Background: an optimization exercise with open tools, aiming at small area, a short achievable clock period and few clock cycles per item. Do not read the settings as production practice.
No functional check of the RTL was part of any run shown here.

==> flow/design.v (outline; a module is shown in full before it is edited, if it fits) <==
// module adsr_eg_cfg: 36 lines
// module adsr_eg_one_pole: 1134 lines
// module adsr_eg_core: 152 lines
// module adsr_envelope_generator_unit: 92 lines
module adsr_envelope_generator_unit
(
  input  logic        clk,
  input  logic        rst_n,
  input  logic        in_valid,
  output logic        in_stall,
  input  logic [24:0] in_data,
  output logic        out_valid,
  input  logic        out_stall,
  output logic [26:0] out_data,
  input  logic        cfg_we,
  input  logic [2:0]  cfg_index,
  input  logic [23:0] cfg_wdata
);
  // ...
==> flow/flow/run.sh <==
#!/bin/bash
# Standard layout, with timing repair aiming at a setup slack margin of 7 ns
# (the constraints and clock period are the standard flow's own, unchanged).
set -euo pipefail
bash standard.sh SETUP_SLACK_MARGIN=7 finish > standard_flow.log 2>&1
==> flow/standard.sh <==
#!/bin/bash
# synth_recipe.tcl (not shown) runs the flow's synth.tcl, then flattens the netlist and writes it again
# the make line also repeats each setting of config.mk as NAME=value (left out here)
make -C /OpenROAD-flow-scripts/flow DESIGN_CONFIG=/design/flow/config.mk WORK_HOME=/design/flow/orfs CLKGATE_MAP_FILE= SYNTH_SCRIPT=/design/flow/synth_recipe.tcl "${@:-finish}"
==> flow/config.mk <==
export PLATFORM = sky130hd
export DESIGN_NAME = adsr_envelope_generator_unit
export DESIGN_NICKNAME = adsr_envelope_generator_unit
export VERILOG_FILES = /design/flow/design.v
export SDC_FILE = /design/flow/constraint.sdc
export NUM_CORES = 4
export LEC_CHECK = 0
export CAP_MARGIN = 20
export CORE_MARGIN = 2
export CORE_UTILIZATION = 55
export SLEW_MARGIN = 20
==> flow/constraint.sdc <==
create_clock -name core_clock -period 16.0 [get_ports {clk}]
set_input_delay 3.2000 -clock core_clock [delete_from_list [all_inputs] [get_ports {clk}]]
set_output_delay 3.2000 -clock core_clock [all_outputs]
set_load 0.01 [all_outputs]
==> flow_summary.ini, run 1 <==
[outcome]
status = no timing/DRC/antenna violations

[global_routing]
grt_pass1_wl_mm = 130
grt_use_met1_pct = 47.7

[final_layout]
seq_area_share_pct = 19.8
seq_area_um2 = 5890
diodes = 1
final_common_cell = xnor2_1
signal_buffers = 234

[critical_path]
crit_slowest_cell = or4_4
reg2reg_from = s1_fall_r$_DFFE_PP_
worstPathArrival_ns = 9.26
critPathRequiredTime_ns = 16.42
r2r_setup_slack_ns = 7.16
endpoint_kind = flop
r2r-end = u_core.level_r[3]$_SDFFE_PN0P_
max_stage_delay_ns = 0.61

[drt]
vias = 20985
wirelength_mm = 89.6

[yosys]
synth_top_flop_cell = edfxtp_1
postSynth.asyncResetShare_pct = 0
synthXorXnorAreaFrac_pct = 11.8
netlist_area_um2 = 26000

[cts]
clkTransAtPathRegs_ns = 0.06
insertion_delay_ns = 0.56
cts-root-buf = clkbuf_16
postCtsHoldBufs = 0

[timing]
setup_viol = 0
timing.final.ws_setup_ns = 7.16
drv_slew = 0

[floorplanning]
die_y_um = 221
rows = 79

[placed_design]
dp_hpwl_mm = 61.8
==> run 2, diff against run 1 <==
==> flow/flow/run.sh (replaced) <==
#!/bin/bash
# Standard layout, with timing repair aiming at a setup slack margin of 8 ns
# (the constraints and clock period are the standard flow's own, unchanged).
set -euo pipefail
bash standard.sh SETUP_SLACK_MARGIN=8 finish > standard_flow.log 2>&1
==> run 2 against run 1 <==
  * Design area increased by 8.7%
  * Register-to-register slack improved by 0.21 ns
  * Core utilization increased by 5.5 points
  * Synthesized cell count unchanged
  * Via count increased by 5.2%
  * Final cell count increased by 3.6%
  * Wire length increased by 9.6%
  * Area after synthesis unchanged
  * Largest cell class unchanged
==> flow_summary.ini, run 2 <==
[global_routing]
grt_pass1_wl_mm = 145
first_global_vias = 22792
grt-ovfl-total = 0
grt_usage_pct = 39.8
grt_max_degree = 86
antenna_found_initial = 2

[critical_path]
critPathRequiredTime_ns = 16.44
reg2reg_from = s1_fall_r$_DFFE_PP_
worstSetupEndpoint = u_core.level_r[11]$_SDFFE_PN0P_
worstRegToRegCells = 34
cp-startpoint = s1_fall_r$_DFFE_PP_
max_stage_delay_ns = 0.58
r2r_setup_slack_ns = 7.37
crit_slowest_cell = or4_4
r2r-end = u_core.level_r[11]$_SDFFE_PN0P_
endpoint_kind = flop
critPathKind = flop to flop
cp_common_cell = buf_6
cp-start-kind = flop
crit_path_max_fanout = 11
worstPathArrival_ns = 9.07

[outcome]
status = no timing/DRC/antenna violations

[yosys]
synth_mux_area_share_pct = 0.207
syn-num-nets = 3072
synth_area_per_cell_um2 = 10.3
ys_top_cells_by_area = fa_1, edfxtp_1, xnor2_1, a22oi_1, ha_1
yosysWarnings = 3
synthCells = 2521
postSynth.asyncResetShare_pct = 0
yosysTopAreaCell = fa_1
ys_ff_latch = 207
seq_area_frac_synth_pct = 22.6
synthXorXnorAreaFrac_pct = 11.8
netlist_area_um2 = 26000
synthMostInstantiatedCell = xnor2_1
synthSimpleGateAreaFrac_pct = 8.36
synth_top_family_by_area = adder cells
synth_top_area_share_pct = 23.9
synth_compound_area_share_pct = 17.5
ys_types = 77
synth_top_flop_cell = edfxtp_1
synth_common_cells = xnor2_1, a22oi_1, fa_1, inv_1, ha_1
synth_adder_area_share_pct = 32.7
synth_edf_count = 174

[cts]
cts_buffers = 23
cts_tree = done
cts_sinks = 207
insertion_delay_ns = 0.53
cts_max_path_buffers = 3
clkTransAtPathRegs_ns = 0.06
cts-root-buf = clkbuf_16
postCtsHoldBufs = 0
htreeDepth = 1

[final_layout]
final_cell_mix = xnor2_1, a22oi_1, fa_1
synthToLayoutAreaGrowth_pct = 24.0
reg_top3 = u_cfg.cfg_r (167), u_core.level_r (24)
diodes = 0
top_register = u_cfg.cfg_r
multi_input_area_um2 = 19700
fill_cells = 3535
drive_above_1_share_pct = 20.6
seq_area_um2 = 5890
final_common_cell = xnor2_1
final_nets = 3243
final_util_pct = 69.1
largest_reg_flops = 167
fin_area_um2 = 32300

[timing]
post-route-min-period_ns = 8.63
skew_ns = 0.0210
setup_viol = 0
timing.final.crit_share_pct = 53.9
timing.final.ws_setup_ns = 7.37
slew_headroom_pct = 22.5
fin_tns_setup_ns = 0
fmax_ghz = 0.116
rsz0062_at_grt = yes
finalHoldViolations = 0
worst_pin_slew_ns = 1.16
drv_slew = 0

[floorplanning]
dieWidth_um = 221
rows = 79
io-pin-count = 86
die_y_um = 221
die_area_um2 = 49100
core_um2 = 46700
start_util_pct = 55.8

[placed_design]
dp_hpwl_mm = 60.8
routabilityCongestion = 0.911
portBuffers = 85
placed_area_um2 = 27600
pre_cts_ws_ns = 5.98

[drt]
routedWlPerCell_um = 29.6
firstDrtPassIters = 19
drt-initial-drc-count = 2976
vias = 22080
via_per_inst = 6.66
drtAntennaViolNets = 0
wirelength_mm = 98.1
drcViolationCount = 0

[hold_path]
hold_path.class = flop to flop
hold_start = s1_last_r$_DFFE_PP_

[run]
max_cap_violations = 0
-- run 2: worst max-delay path, delay by kind of cell, from the launching register on --
family	cells	cell delay (ns)
compound gates	8	2.03
xor+xnor	1	0.07
simple gates	7	1.55
flops	1	0.41
fa+ha+maj	8	2.75
buf+inv	10	1.68
-- run 2: stage by stage --
stage          hold slack (ns)  instances
6_report                 0.428       3315
5_1_grt                  0.439       3315
4_1_cts                  0.430       3279
3_5_place_dp             0.415       3081
3_3_place_gp             0.408       3081
2_1_floorplan            0.400       2521
-- run 2: kinds of logic (layout without fill, tap and decap cells) --
| family | Yosys count | count (layout) |
|---|---|---|
| AO/OA/AOI/OAI | 601 | 602 |
| adder cells (fa/ha/maj) | 494 | 494 |
| buffers and inverters | 454 | 637 |
| AND/OR/NAND/NOR | 409 | 412 |
| XOR/XNOR | 351 | 351 |
| flip-flops | 207 | 207 |
| multiplexers | 5 | 5 |
-- run 2: worst min path at each step --
stage	endpoint	slack, ns	cells past startpoint
after floorplan	u_core.last_r$_DFFE_PP_	0.40	0
after global placement	u_core.last_r$_DFFE_PP_	0.41	0
after detailed placement	u_core.last_r$_DFFE_PP_	0.42	0
after CTS	u_core.last_r$_DFFE_PP_	0.43	0
after global routing	u_core.last_r$_DFFE_PP_	0.44	0
final	u_core.last_r$_DFFE_PP_	0.43	0
-- run 2: layout make-up --
class                      instances  share of cell area (%)
clock buffer                      30                    1.96
clock inverter                    11                   0.551
inverter                         248                    2.91
multi-input combinational       1864                    61.1
sequential                       207                    18.3
tap                              607                    2.35
timing repair buffer             348                    12.9
-- run 2: timing repair --
action	in CTS	in global routing
buffers inserted	125	33
endpoints found under the setup margin	29	29
gates resized for setup	258	95
pin swaps	84	91
gates cloned	32	2
-- run 2: per-layer routing --
metal | track usage (%) | wire (µm)
met5 | 0 | 12
met4 | 19.8 | 5720
met3 | 11.8 | 12600
met2 | 60.9 | 43400
met1 | 51.7 | 36400

## afterwards: timing with drivers on the ports
The results above use ideal ports. As a check the final layouts listed here were re-extracted and re-timed, cells and wires unchanged. Step 1: set_driving_cell puts a clkbuf_16 on clk and a buf_2 on each other input, an assumption about the parent block. Step 2, shift: input delay + t, output delay - t, t = (earliest + latest rising clock arrival at the registers) / 2. This alone moves slack from input paths to output paths. Three values: no drivers, after step 1, after step 2; two values: the first two.
| run | shift t [ns] | setup slack, ns | worst setup path at the end | latest minus earliest clock arrival (ns) | worst data-port slew with drivers (ns) |
|---|---|---|---|---|---|
| run 1 | 0.587 | 7.159 / 7.159 / 7.159 | register to register | 0.068 / 0.068 | 0.04 |
| run 2 | 0.575 | 7.371 / 7.371 / 7.371 | register to register | 0.021 / 0.021 | 0.04 |
After both steps every run listed still meets setup and hold.
